This design comes from an exercise in tuning for small area and a short achievable clock period on the open sky130 flow, not from production work. Function was checked by simulation only, so behaviour that the tests miss may differ from the original.

Setup of main:
// slave_clock_hand_positioner
module slave_clock_hand_positioner (
	input  logic        clk,
	input  logic        arst_n,
	input  logic        s_axis_tvalid,
	output logic        s_axis_tready,
	input  logic [23:0] s_axis_tdata,
	input  logic [2:0]  s_axis_tuser,
	output logic        m_axis_tvalid,
	input  logic        m_axis_tready,
	output logic [31:0] m_axis_tdata,
	input  logic        cfg_valid,
	output logic        cfg_ready,
	input  logic [1:0]  cfg_index,
	input  logic [15:0] cfg_data
);
Size in the first run: about 85 I/O pins.
==> module schp_wait_plan, before the edit <==
module schp_wait_plan (
	input  logic [13:0] sel,
	input  logic [17:0] k1,
	input  logic [19:0] k3,
	output logic        wait_rtc
);
	localparam int          SW   = 30;
	localparam logic [29:0] Bias = 30'd222506836;
	logic [19:0]   nq [5];
	logic [SW-1:0] row [5];
	logic [SW-1:0] s1a, c1a, s1b, c1b, s2, c2, s3, c3;
	logic [SW-1:0] g, t;
	function automatic logic [SW-1:0] fa_s(input logic [SW-1:0] a, b, c);
		fa_s = a ^ b ^ c;
	endfunction
	function automatic logic [SW-1:0] fa_c(input logic [SW-1:0] a, b, c);
		fa_c = {((a & b) | (a & c) | (b & c)), 1'b0};
	endfunction
	always_comb begin
		for (int i = 0; i < 4; i++) begin
			nq[i] = ~(({20{sel[3*i]}} & 20'(k1)) |
			          ({20{sel[3*i+1]}} & {1'b0, k1, 1'b0}) |
			          ({20{sel[3*i+2]}} & k3));
			row[i] = SW'(nq[i]) << (2*i);
		end
		nq[4]  = ~(({20{sel[12]}} & 20'(k1)) | ({20{sel[13]}} & {1'b0, k1, 1'b0}));
		row[4] = SW'(nq[4]) << 8;
		s1a = fa_s(row[0], row[1], row[2]);
		c1a = fa_c(row[0], row[1], row[2]);
		s1b = fa_s(row[3], row[4], Bias);
		c1b = fa_c(row[3], row[4], Bias);
		s2  = fa_s(s1a, c1a, s1b);
		c2  = fa_c(s1a, c1a, s1b);
		s3  = fa_s(s2, c2, c1b);
		c3  = fa_c(s2, c2, c1b);
		g[0] = 1'b0;
		t[0] = 1'b0;
		for (int i = 0; i < SW - 1; i++) begin
			g[i+1] = s3[i] & c3[i];
			t[i+1] = s3[i] | c3[i];
		end
		for (int l = 0; (1 << l) < SW; l++) begin
			for (int i = 0; i < SW; i++) begin
				if (((i >> l) & 1) && (((i >> l) << l) - 1 >= 0)) begin
					g[i] = g[i] | (t[i] & g[((i >> l) << l) - 1]);
					t[i] = t[i] & t[((i >> l) << l) - 1];
				end
			end
		end
		wait_rtc = !(s3[SW-1] ^ c3[SW-1] ^ g[SW-1]);
	end
endmodule
==> module schp_core, before the edit <==
module schp_core (
	input  logic        clk,
	input  logic        arst_n,
	input  logic        accept,
	input  logic [2:0]  op,
	input  logic [3:0]  target_hours,
	input  logic [5:0]  target_minutes,
	input  logic [4:0]  rtc_hours,
	input  logic [5:0]  rtc_minutes,
	input  logic        motor_block,
	input  logic [17:0] k1,
	input  logic [19:0] k3,
	output logic [25:0] res
);
	logic [1:0] mode_q, mode_d, mode_eff;
	logic       plan_q, plan_d;
	logic [3:0] hours_q, hours_d;
	logic [5:0] minutes_q, minutes_d;
	logic       pol_q, pol_d;
	logic [9:0] rem_q, rem_d;
	logic       fire_q, fire_d;
	logic       done_q, done_d;
	logic [9:0] fwd;
	logic [13:0] sel_q, sel_d;
	logic       at_target, wait_rtc;
	logic [4:0] rtc_h12;
	schp_move_plan u_plan (
		.dial_hours     (hours_q),
		.dial_minutes   (minutes_q),
		.target_hours   (target_hours),
		.target_minutes (target_minutes),
		.fwd            (fwd),
		.at_target      (at_target)
	);
	schp_wait_plan u_wait (
		.sel      (sel_q),
		.k1       (k1),
		.k3       (k3),
		.wait_rtc (wait_rtc)
	);
	assign mode_eff = plan_q ? (wait_rtc ? schp_pkg::MODE_WAIT : schp_pkg::MODE_MOVE) : mode_q;
	always_comb begin
		if (rtc_hours == 5'd0)
			rtc_h12 = 5'd12;
		else if (rtc_hours > 5'd12)
			rtc_h12 = rtc_hours - 5'd12;
		else
			rtc_h12 = rtc_hours;
	end
	always_comb begin
		mode_d    = mode_eff;
		plan_d    = 1'b0;
		hours_d   = hours_q;
		minutes_d = minutes_q;
		pol_d     = pol_q;
		rem_d     = rem_q;
		fire_d    = 1'b0;
		done_d    = 1'b0;
		case (op)
			schp_pkg::OP_MOVE: begin
				if (mode_eff == schp_pkg::MODE_READY) begin
					rem_d = fwd;
					if (at_target)
						done_d = 1'b1;
					else
						plan_d = 1'b1;
				end
			end
			schp_pkg::OP_STEP: begin
				if (mode_eff == schp_pkg::MODE_MOVE) begin
					fire_d = !motor_block;
					pol_d  = pol_q ^ !motor_block;
					if (minutes_q == 6'd59) begin
						minutes_d = 6'd0;
						hours_d   = (hours_q >= 4'd12) ? 4'd1 : hours_q + 4'd1;
					end else begin
						minutes_d = minutes_q + 6'd1;
					end
					rem_d = rem_q - 10'd1;
					if (rem_q <= 10'd1) begin
						mode_d = schp_pkg::MODE_READY;
						done_d = 1'b1;
					end
				end
			end
			schp_pkg::OP_RTC: begin
				if (mode_eff == schp_pkg::MODE_WAIT &&
				    rtc_h12 == {1'b0, hours_q} && rtc_minutes == minutes_q) begin
					mode_d = schp_pkg::MODE_READY;
					done_d = 1'b1;
				end
			end
			schp_pkg::OP_STOP: begin
				mode_d = schp_pkg::MODE_STOP;
			end
			schp_pkg::OP_START: begin
				if (mode_eff == schp_pkg::MODE_STOP)
					mode_d = schp_pkg::MODE_READY;
			end
			default: ;
		endcase
	end
	always_ff @(posedge clk or negedge arst_n) begin
		if (!arst_n) begin
			mode_q <= schp_pkg::MODE_READY;
			plan_q <= 1'b0;
		end else if (accept) begin
			mode_q <= mode_d;
			plan_q <= plan_d;
		end else begin
			mode_q <= mode_eff;
			plan_q <= 1'b0;
		end
	end
	always_ff @(posedge clk or negedge arst_n) begin
		if (!arst_n) begin
			hours_q   <= 4'd12;
			minutes_q <= 6'd0;
			pol_q     <= 1'b0;
		end else if (accept) begin
			hours_q   <= hours_d;
			minutes_q <= minutes_d;
			pol_q     <= pol_d;
		end
	end
	always_comb begin
		for (int i = 0; i < 4; i++) begin
			sel_d[3*i]   = (fwd[2*i +: 2] == 2'd1);
			sel_d[3*i+1] = (fwd[2*i +: 2] == 2'd2);
			sel_d[3*i+2] = (fwd[2*i +: 2] == 2'd3);
		end
		sel_d[12] = (fwd[9:8] == 2'd1);
		sel_d[13] = (fwd[9:8] == 2'd2);
	end
	always_ff @(posedge clk)
		sel_q <= sel_d;
	always_ff @(posedge clk) begin
		if (accept)
			rem_q <= rem_d;
	end
	always_ff @(posedge clk) begin
		if (accept) begin
			fire_q <= fire_d;
			done_q <= done_d;
		end
	end
	assign res = {done_q, (mode_eff == schp_pkg::MODE_MOVE) ? rem_q : 10'd0, pol_q, minutes_q,
	              hours_q, fire_q & pol_q, fire_q & !pol_q, mode_eff};
endmodule
export LEC_CHECK = 0
export ABC_AREA = 1
export CAP_MARGIN = 20
export CORE_MARGIN = 2
export CORE_UTILIZATION = 55
export PLACE_DENSITY = 0.75
export SLEW_MARGIN = 20
create_clock -name core_clock -period 18.0 [get_ports {clk}]
standard.sh (not shown) runs the stock make flow with config.mk's settings and CLKGATE_MAP_FILE= SYNTH_SCRIPT=/design/flow/synth_recipe.tcl, a recipe that flattens the netlist after the stock synthesis.
==> flow/flow/run.sh <==
#!/bin/bash
# Standard layout, with port buffers of a faster cell and timing repair aiming for extra
# setup slack at the design's clock.
set -euo pipefail
export SETUP_SLACK_MARGIN=9.5
export BUFFER_PORTS_ARGS="-buffer_cell sky130_fd_sc_hd__buf_1"
bash standard.sh > standard.log 2>&1
For the feature branch, these inputs were changed with respect to main:
==> flow/design.v, changed modules only <==
module schp_wait_plan (
	input  logic [9:0]  fwd,
	input  logic [17:0] k1,
	input  logic [19:0] k3,
	output logic        wait_rtc
);
	localparam int          SW   = 30;
	localparam logic [29:0] Bias = 30'd222506836;
	logic [19:0]   nq [5];
	logic [SW-1:0] row [5];
	logic [SW-1:0] s1a, c1a, s1b, c1b, s2, c2, s3, c3;
	logic [SW-1:0] g, t;
	function automatic logic [SW-1:0] fa_s(input logic [SW-1:0] a, b, c);
		fa_s = a ^ b ^ c;
	endfunction
	function automatic logic [SW-1:0] fa_c(input logic [SW-1:0] a, b, c);
		fa_c = {((a & b) | (a & c) | (b & c)), 1'b0};
	endfunction
	always_comb begin
		for (int i = 0; i < 5; i++) begin
			nq[i] = ~(({20{fwd[2*i +: 2] == 2'd1}} & 20'(k1)) |
			          ({20{fwd[2*i +: 2] == 2'd2}} & {1'b0, k1, 1'b0}) |
			          ({20{fwd[2*i +: 2] == 2'd3}} & k3));
			row[i] = SW'(nq[i]) << (2*i);
		end
		s1a = fa_s(row[0], row[1], row[2]);
		c1a = fa_c(row[0], row[1], row[2]);
		s1b = fa_s(row[3], row[4], Bias);
		c1b = fa_c(row[3], row[4], Bias);
		s2  = fa_s(s1a, c1a, s1b);
		c2  = fa_c(s1a, c1a, s1b);
		s3  = fa_s(s2, c2, c1b);
		c3  = fa_c(s2, c2, c1b);
		g[0] = 1'b0;
		t[0] = 1'b0;
		for (int i = 0; i < SW - 1; i++) begin
			g[i+1] = s3[i] & c3[i];
			t[i+1] = s3[i] | c3[i];
		end
		for (int l = 0; (1 << l) < SW; l++) begin
			for (int i = 0; i < SW; i++) begin
				if (((i >> l) & 1) && (((i >> l) << l) - 1 >= 0)) begin
					g[i] = g[i] | (t[i] & g[((i >> l) << l) - 1]);
					t[i] = t[i] & t[((i >> l) << l) - 1];
				end
			end
		end
		wait_rtc = !(s3[SW-1] ^ c3[SW-1] ^ g[SW-1]);
	end
endmodule
module schp_core (
	input  logic        clk,
	input  logic        arst_n,
	input  logic        accept,
	input  logic [2:0]  op,
	input  logic [3:0]  target_hours,
	input  logic [5:0]  target_minutes,
	input  logic [4:0]  rtc_hours,
	input  logic [5:0]  rtc_minutes,
	input  logic        motor_block,
	input  logic [17:0] k1,
	input  logic [19:0] k3,
	output logic [25:0] res
);
	logic [1:0] mode_q, mode_d, mode_eff;
	logic       plan_q, plan_d;
	logic [3:0] hours_q, hours_d;
	logic [5:0] minutes_q, minutes_d;
	logic       pol_q, pol_d;
	logic [9:0] rem_q, rem_d;
	logic       fire_q, fire_d;
	logic       done_q, done_d;
	logic [9:0] fwd;
	logic       at_target, wait_rtc;
	logic [4:0] rtc_h12;
	schp_move_plan u_plan (
		.dial_hours     (hours_q),
		.dial_minutes   (minutes_q),
		.target_hours   (target_hours),
		.target_minutes (target_minutes),
		.fwd            (fwd),
		.at_target      (at_target)
	);
	schp_wait_plan u_wait (
		.fwd      (rem_q),
		.k1       (k1),
		.k3       (k3),
		.wait_rtc (wait_rtc)
	);
	assign mode_eff = plan_q ? (wait_rtc ? schp_pkg::MODE_WAIT : schp_pkg::MODE_MOVE) : mode_q;
	always_comb begin
		if (rtc_hours == 5'd0)
			rtc_h12 = 5'd12;
		else if (rtc_hours > 5'd12)
			rtc_h12 = rtc_hours - 5'd12;
		else
			rtc_h12 = rtc_hours;
	end
	always_comb begin
		mode_d    = mode_eff;
		plan_d    = 1'b0;
		hours_d   = hours_q;
		minutes_d = minutes_q;
		pol_d     = pol_q;
		rem_d     = rem_q;
		fire_d    = 1'b0;
		done_d    = 1'b0;
		case (op)
			schp_pkg::OP_MOVE: begin
				if (mode_eff == schp_pkg::MODE_READY) begin
					rem_d = fwd;
					if (at_target)
						done_d = 1'b1;
					else
						plan_d = 1'b1;
				end
			end
			schp_pkg::OP_STEP: begin
				if (mode_eff == schp_pkg::MODE_MOVE) begin
					fire_d = !motor_block;
					pol_d  = pol_q ^ !motor_block;
					if (minutes_q == 6'd59) begin
						minutes_d = 6'd0;
						hours_d   = (hours_q >= 4'd12) ? 4'd1 : hours_q + 4'd1;
					end else begin
						minutes_d = minutes_q + 6'd1;
					end
					rem_d = rem_q - 10'd1;
					if (rem_q <= 10'd1) begin
						mode_d = schp_pkg::MODE_READY;
						done_d = 1'b1;
					end
				end
			end
			schp_pkg::OP_RTC: begin
				if (mode_eff == schp_pkg::MODE_WAIT &&
				    rtc_h12 == {1'b0, hours_q} && rtc_minutes == minutes_q) begin
					mode_d = schp_pkg::MODE_READY;
					done_d = 1'b1;
				end
			end
			schp_pkg::OP_STOP: begin
				mode_d = schp_pkg::MODE_STOP;
			end
			schp_pkg::OP_START: begin
				if (mode_eff == schp_pkg::MODE_STOP)
					mode_d = schp_pkg::MODE_READY;
			end
			default: ;
		endcase
	end
	always_ff @(posedge clk or negedge arst_n) begin
		if (!arst_n) begin
			mode_q <= schp_pkg::MODE_READY;
			plan_q <= 1'b0;
		end else if (accept) begin
			mode_q <= mode_d;
			plan_q <= plan_d;
		end else begin
			mode_q <= mode_eff;
			plan_q <= 1'b0;
		end
	end
	always_ff @(posedge clk or negedge arst_n) begin
		if (!arst_n) begin
			hours_q   <= 4'd12;
			minutes_q <= 6'd0;
			pol_q     <= 1'b0;
		end else if (accept) begin
			hours_q   <= hours_d;
			minutes_q <= minutes_d;
			pol_q     <= pol_d;
		end
	end
	always_ff @(posedge clk) begin
		if (accept)
			rem_q <= rem_d;
	end
	always_ff @(posedge clk) begin
		if (accept) begin
			fire_q <= fire_d;
			done_q <= done_d;
		end
	end
	assign res = {done_q, (mode_eff == schp_pkg::MODE_MOVE) ? rem_q : 10'd0, pol_q, minutes_q,
	              hours_q, fire_q & pol_q, fire_q & !pol_q, mode_eff};
endmodule
==> comparison <==
The feature branch completed; timing, DRC and antenna clean. | longest individual stage delay on the worst path | the feature branch vs main | 0.02 ns lower |. Against main, the feature branch comes in 1.2% higher on footprint of the multi-input gates. Number of setup buffers added after CTS came out higher on the feature branch than on main. The number of gates resized after CTS reported for the feature branch is greater than that of main by 18. Re worst-case setup margin in the final layout: main was higher than the feature branch. Taking main as the reference, in the feature branch minimum clock period after layout increased 0.17 ns, final estimated routing congestion in global placement increased by 0.027 relative to the old numbers. Density: the feature branch denser than main. The feature branch vs main: buffer share of cell area up. Against main, the feature branch comes in 1.2% lower on height of the die. Going from main to the feature branch, the arrival time at the worst endpoint was found to have gone up by 0.17 ns.

[separate check: timing with driven ports]
How much do the figures lean on ideal ports? The routed layouts below were timed once more, with nothing changed but the port constraints. Step 1 (the two cells are an assumption about what drives the block):
set clk [get_ports {clk}]
set_driving_cell -lib_cell sky130_fd_sc_hd__clkbuf_16 $clk
set_driving_cell -lib_cell sky130_fd_sc_hd__buf_2 [delete_from_list [all_inputs] $clk]
Step 2 adds t to the input delays and takes it off the output delays; t is the mean of the earliest and latest rising clock arrival at the registers after step 1. Input paths then give back, and output paths get back, about the clock's delay inside the block. Three values: no drivers, after step 1, after step 2; two values: the first two.
run	t, ns	setup slack, ns	worst setup path after step 2	clock arrival spread, ns	cell pins on the clock port's net
main	0.389	9.868 / 9.830 / 10.219	register to output	0.011 / 0.010	1
the feature branch	0.382	9.700 / 9.658 / 10.040	register to output	0.016 / 0.016	1
After both steps setup and hold are still met in every run listed.
